What follows belongs to an exercise in optimizing a design on an open flow for small area, a short achievable clock period and few clock cycles per item; a production flow would make more cautious choices.
Function was checked by simulation only, so behaviour that the tests miss may differ from the original.

// epoch_seconds_to_calendar_unit
module epoch_seconds_to_calendar_unit (
  input  logic                            clk,
  input  logic                            rst_n,
  input  logic                            cfg_wr_en,
  input  logic signed [esc_pkg::TZ_W-1:0] cfg_wr_data,
  input  logic                            in_valid,
  output logic                            in_ready,
  input  logic [esc_pkg::EPOCH_W-1:0]     in_epoch_seconds,
  output logic                            out_valid,
  input  logic                            out_ready,
  output logic                            out_valid_res,
  output logic [5:0]                      out_second,
  output logic [5:0]                      out_minute,
  output logic [4:0]                      out_hour,
  output logic [4:0]                      out_day_of_month,
  output logic [3:0]                      out_month,
  output logic [11:0]                     out_year,
  output logic [2:0]                      out_weekday,
  output logic [8:0]                      out_day_of_year
);
Size in the first run: ~1,500 cells after synthesis, roughly 240 flip-flops, about 18,000 µm² of cells after synthesis.
==> flow/config.mk <==
export PLATFORM = sky130hd
export DESIGN_NAME = epoch_seconds_to_calendar_unit
export DESIGN_NICKNAME = epoch_seconds_to_calendar_unit
export VERILOG_FILES = /design/flow/design.v
export SDC_FILE = /design/flow/constraint.sdc
export NUM_CORES = 4
export LEC_CHECK = 0
export CAP_MARGIN = 20
export CORE_MARGIN = 2
export CORE_UTILIZATION = 60
export PLACE_DENSITY = 0.75
export SETUP_SLACK_MARGIN = 4.5
export SLEW_MARGIN = 20
==> flow/constraint.sdc <==
create_clock -name core_clock -period 10.0 [get_ports {clk}]
set_input_delay 2.0000 -clock core_clock [delete_from_list [all_inputs] [get_ports {clk}]]
set_output_delay 2.0000 -clock core_clock [all_outputs]
set_load 0.01 [all_outputs]
run.sh (not shown) runs the stock make flow with config.mk's settings and CLKGATE_MAP_FILE= SYNTH_SCRIPT=/design/flow/synth_recipe.tcl, a recipe that flattens the netlist after the stock synthesis.
The baseline completed without violations.
Testbench counts at the start, summed over its fixed seeds: cycles 2,632, items 2,560.
==> next run, changes <==
==> flow/flow/run.sh (new file) <==
#!/bin/bash
set -e
bash standard.sh "BUFFER_PORTS_ARGS=-buffer_cell sky130_fd_sc_hd__buf_1" finish > standard.log 2>&1
==> flow/standard.sh (new file) <==
#!/bin/bash
# synth_recipe.tcl (not shown) runs the flow's synth.tcl, then flattens the netlist and writes it again
# the make line also repeats each setting of config.mk as NAME=value (left out here)
make -C /OpenROAD-flow-scripts/flow DESIGN_CONFIG=/design/flow/config.mk WORK_HOME=/design/flow/orfs CLKGATE_MAP_FILE= SYNTH_SCRIPT=/design/flow/synth_recipe.tcl "${@:-finish}"
CORE_UTILIZATION = 40   (was 60)
PLACE_DENSITY = unset   (was 0.75)
removed: flow/run.sh
What happened:
- routed wire length stays flat
- non-clock buffer count increases by 3
- synthesized area stays the same
- register-to-register slack stays flat
- clock skew increases by 12 ps
- design area decreases by 1.1%

========
Another version of the RTL of epoch_seconds_to_calendar_unit (not shown whole).
Size in the first run: ~1500 cells after synthesis.
// epoch_seconds_to_calendar_unit
module epoch_seconds_to_calendar_unit (
  input  logic                            clk,
  input  logic                            rst_n,
  input  logic                            cfg_wr_en,
  input  logic signed [esc_pkg::TZ_W-1:0] cfg_wr_data,
  input  logic                            in_valid,
  output logic                            in_ready,
  input  logic [esc_pkg::EPOCH_W-1:0]     in_epoch_seconds,
  output logic                            out_valid,
  input  logic                            out_ready,
  output logic                            out_valid_res,
  output logic [5:0]                      out_second,
  output logic [5:0]                      out_minute,
  output logic [4:0]                      out_hour,
  output logic [4:0]                      out_day_of_month,
  output logic [3:0]                      out_month,
  output logic [11:0]                     out_year,
  output logic [2:0]                      out_weekday,
  output logic [8:0]                      out_day_of_year
);
clock: 10.0 ns
lec_check: 0
cap_margin: 20
core_margin: 2
core_utilization: 40
cts_cluster_diameter: 80
cts_cluster_size: 28
setup_slack_margin: 4.5
slew_margin: 20
standard.sh (not shown) runs the stock make flow with config.mk's settings and CLKGATE_MAP_FILE= SYNTH_SCRIPT=/design/flow/synth_recipe.tcl, a recipe that flattens the netlist after the stock synthesis.
==> flow/flow/run.sh <==
#!/bin/bash
set -e
bash standard.sh "BUFFER_PORTS_ARGS=-buffer_cell sky130_fd_sc_hd__buf_1" SETUP_SLACK_MARGIN=5.1 finish > standard.log 2>&1
Testbench counts at the start, summed over its fixed seeds: cycles 2,640, items 2,560.
==> next run, changes <==
==> flow/flow/run.sh (replaced) <==
#!/bin/bash
set -e
bash standard.sh "BUFFER_PORTS_ARGS=-buffer_cell sky130_fd_sc_hd__buf_1" SETUP_SLACK_MARGIN=5.2 finish > standard.log 2>&1
Wire length climbs by 0.68%.
Via count grows by 0.51%.
Sequential share of layout area shrinks by 0.18 points.
Count of clock-buffer cells in the layout does not change.
First-iteration DRC count shrinks by 5.8%.
Worst setup slack is worse by 0.0079 ns.
Register-to-register slack gets better by 0.02 ns.
Non-clock buffer count rose by 5.
==> next run, changes <==
==> flow/flow/run.sh (replaced) <==
#!/bin/bash
set -e
bash standard.sh "BUFFER_PORTS_ARGS=-buffer_cell sky130_fd_sc_hd__buf_1" SETUP_SLACK_MARGIN=5.5 finish > standard.log 2>&1
Effect: The changed run passed the timing, design-rule and antenna checks; worst setup slack gains 0.032 ns; routed wire length grows by 2.4%; count of clock-buffer cells in the layout is unchanged; non-clock buffer count goes up by 21; synthesized area is unchanged; utilization rose by 0.91 points; hold slack is about the same; final cell count goes up by 0.95%; via count goes up by 0.76%; sequential cell count does not change.

========
== run 1 ==
epoch_seconds_to_calendar_unit, a different RTL version from the one above (not shown whole).
Size: ~1500 cells after synthesis, about 260 flip-flops, roughly 95 I/O pins.
clock: 10.0 ns
lec_check: 0
cap_margin: 20
core_margin: 2
core_utilization: 40
cts_cluster_diameter: 80
cts_cluster_size: 28
setup_slack_margin: 4.5
slew_margin: 20
==> flow/flow/run.sh <==
#!/bin/bash
set -e
bash standard.sh "BUFFER_PORTS_ARGS=-buffer_cell sky130_fd_sc_hd__buf_1" SETUP_SLACK_MARGIN=5.2 finish > standard.log 2>&1
Testbench counts of run 1, summed over its fixed seeds: cycles 2,632, items 2,560.
For run 2, these inputs were changed with respect to run 1:
Settings: CORE_UTILIZATION now 55, was 40; PLACE_DENSITY now 0.7, previously not set.
## What came out
Run 2 | stages: all done | timing, DRC, antenna: all pass. Count of non-filler cells in the finished layout is lower on run 2. [compare] base=run 1 new=run 2: max-slew headroom at the worst pin lost 7.2 points, routed wire length dropped 4.1%, die boundary width shrank by 14%. Summary — relative area change from synthesis to final layout, run 2 relative to run 1: lower, by 1.2 points. The lower number of DRC markers after the initial detailed-route iteration of run 2 and run 1 is in run 2. The capturing instance or port of the critical path comes out out_year[10] in one run and out_day_of_month[2] in the other, namely in run 2 and run 1 respectively. Against run 1, the final cell area of run 2 is lower.
For run 3, these inputs were changed with respect to run 2:
Settings: CORE_UTILIZATION now 40, was 55; PLACE_DENSITY no longer set, was 0.7.
==> flow/flow/run.sh <==
#!/bin/bash
set -e
bash standard.sh "BUFFER_PORTS_ARGS=-buffer_cell sky130_fd_sc_hd__buf_1" SETUP_SLACK_MARGIN=5.0 finish > standard.log 2>&1
==> comparison <==
- | number of global-route vias before repair | run 3 vs run 2 | 4.9% lower |
- Setup fix buffers added after clock tree synthesis, run 2 and run 3: smaller value in run 3
- Lower inserted tap cell count was reported by run 2, not run 3.
- Against run 2 as the reference, run 3 delivers a lower sequential share of cell area.
- Relative to run 2, the final cell area reported for run 3 is higher.
- Run 2 → run 3: first-pass GRT wire length lost about 0.9%; final clock period utilization by the worst path picked up an extra 0.91 points; core utilization lost 16 points.
- On first-iteration DRC count, run 3 does worse than run 2.
Changes in run 4 relative to run 3:
==> flow/flow/run.sh <==
#!/bin/bash
set -e
bash standard.sh "BUFFER_PORTS_ARGS=-buffer_cell sky130_fd_sc_hd__buf_1" SETUP_SLACK_MARGIN=5.4 finish > standard.log 2>&1
--- outcome ---
- Summary of run 4 over run 3: sum of routed wire segments on met1 has increased; sequential share of layout area fell 0.98 points.
Input changes introduced in run 5 (baseline for comparison: run 4):
Settings: a change of SETUP_SLACK_MARGIN from 4.5 to 5.
==> flow/run.sh (new file) <==
#!/bin/bash
# synth_recipe.tcl (not shown) runs the flow's synth.tcl, then flattens the netlist and writes it again
# the make line also repeats each setting of config.mk as NAME=value (left out here)
make -C /OpenROAD-flow-scripts/flow DESIGN_CONFIG=/design/flow/config.mk WORK_HOME=/design/flow/orfs CLKGATE_MAP_FILE= SYNTH_SCRIPT=/design/flow/synth_recipe.tcl finish
removed: flow/flow/run.sh
removed: flow/standard.sh
--- outcome ---
- Side by side, worst hold slack turned out lower in run 5 than in run 4.
- Run 4 has a higher via count than run 5.
- Delta (run 5 minus run 4): synthesis-to-finish area growth shows an increase of 1.3 points; final cycle utilization of the critical path rose 1.5 points; placement-stage worst setup slack down 0.94 ns.
- Run 4 -> run 5: count of buffers not belonging to the clock network in the layout decreased by more than 10%
- Going from run 4 to run 5, design area moved up; fmax moved down.

========
== red ==
epoch_seconds_to_calendar_unit, a different RTL version from the one above (not shown whole).
Size in the first run: about 1,400 cells after synthesis, roughly 250 flip-flops, ~95 I/O pins.
clock: 10.0 ns
lec_check: 0
cap_margin: 20
core_margin: 2
core_utilization: 40
cts_cluster_diameter: 80
cts_cluster_size: 28
setup_slack_margin: 4.5
slew_margin: 20
==> flow/flow/run.sh <==
#!/bin/bash
set -e
bash standard.sh "BUFFER_PORTS_ARGS=-buffer_cell sky130_fd_sc_hd__buf_1" finish > standard.log 2>&1
Testbench counts of red, summed over its fixed seeds: cycles 2,632, items 2,560.
> inputs changed (red -> blue)
- clearing CTS_CLUSTER_DIAMETER, which used to be 80
- clearing CTS_CLUSTER_SIZE, which used to be 28
[summary]
- A worst setup path startpoint of u_datapath.s1_q1[1]$_DFFE_PP_ is what red shows, while u_datapath.s0_r1[0]$_DFFE_PP_ belongs to blue.
- Diff red -> blue | final-layout fill cell count | down slightly
- Taking red as the reference point, the number of global-route vias before repair of blue rises by 106.
- Side by side, global-route usage turned out higher in blue than in red.
- Compare blue and red | worst hold slack lower: blue
- Total routed wirelength: blue vs red up about 1.4%
For green, these inputs were changed with respect to blue:
- CTS_CLUSTER_SIZE: unset -> 32
- CTS_CLUSTER_DIAMETER: unset -> 80
### Flow results
- Summary of green over blue: maximum cell stage delay along the critical path ~0 delta, design area -2.2%, clock sink total ~0 delta.
- green vs. blue: via count of the first global-routing pass now sits lower, number of clock buffers inserted by TritonCTS has decreased, via count of the routed design shrank by 49, maximum frequency now sits higher.

==> separate check: timing with driven ports <==
No port has a modelled driver above. Below, the same layouts with a new extraction and two added sets of constraints.
Step 1, drivers: a clkbuf_16 drives clk and a buf_2 each remaining input, both assumed.
Step 2 moves the port delays by t, midway between the first and last clock arrival at a register: inputs arrive t later, outputs are due t later. That takes back most of the time a late clock gives input paths.
a / b / c = ideal ports / drivers / drivers and shift; a / b = the first two.
run	t, ns	setup slack, ns	hold slack, ns	slew at the worst register clock pin (ns)	worst slew at a driven data input, ns
the first run of note 1	0.585	4.630 / 4.622 / 4.623	0.415 / 0.415 / 0.415	0.06 / 0.06	0.04
the second run of note 1	0.593	4.642 / 4.642 / 4.642	0.416 / 0.416 / 0.416	0.06 / 0.06	0.04
the first run of note 2	0.567	5.162 / 5.108 / 5.191	0.412 / 0.412 / 0.412	0.10 / 0.10	0.03
the second run of note 2	0.567	5.155 / 5.101 / 5.260	0.411 / 0.411 / 0.411	0.10 / 0.10	0.03
the third run of note 2	0.567	5.187 / 5.133 / 5.328	0.412 / 0.412 / 0.412	0.10 / 0.10	0.05
run 1	0.554	5.203 / 5.148 / 5.274	0.424 / 0.424 / 0.424	0.10 / 0.10	0.05
run 2	0.540	5.249 / 5.200 / 5.277	0.419 / 0.419 / 0.419	0.10 / 0.10	0.04
run 3	0.553	5.158 / 5.103 / 5.275	0.424 / 0.424 / 0.424	0.10 / 0.10	0.05
run 4	0.554	5.208 / 5.153 / 5.274	0.426 / 0.426 / 0.426	0.10 / 0.10	0.05
run 5	0.557	5.055 / 5.002 / 4.864	0.414 / 0.414 / 0.414	0.10 / 0.10	0.04
red	0.556	4.696 / 4.696 / 4.696	0.423 / 0.423 / 0.423	0.10 / 0.10	0.05
blue	0.607	4.602 / 4.602 / 4.602	0.414 / 0.414 / 0.414	0.06 / 0.06	0.05
green	0.559	4.696 / 4.696 / 4.696	0.417 / 0.417 / 0.417	0.10 / 0.10	0.05
After both steps setup and hold are still met in every run listed. For run 5, which loses most, drivers alone change the setup slack by -0.053 ns; drivers and shift together by -0.191 ns.
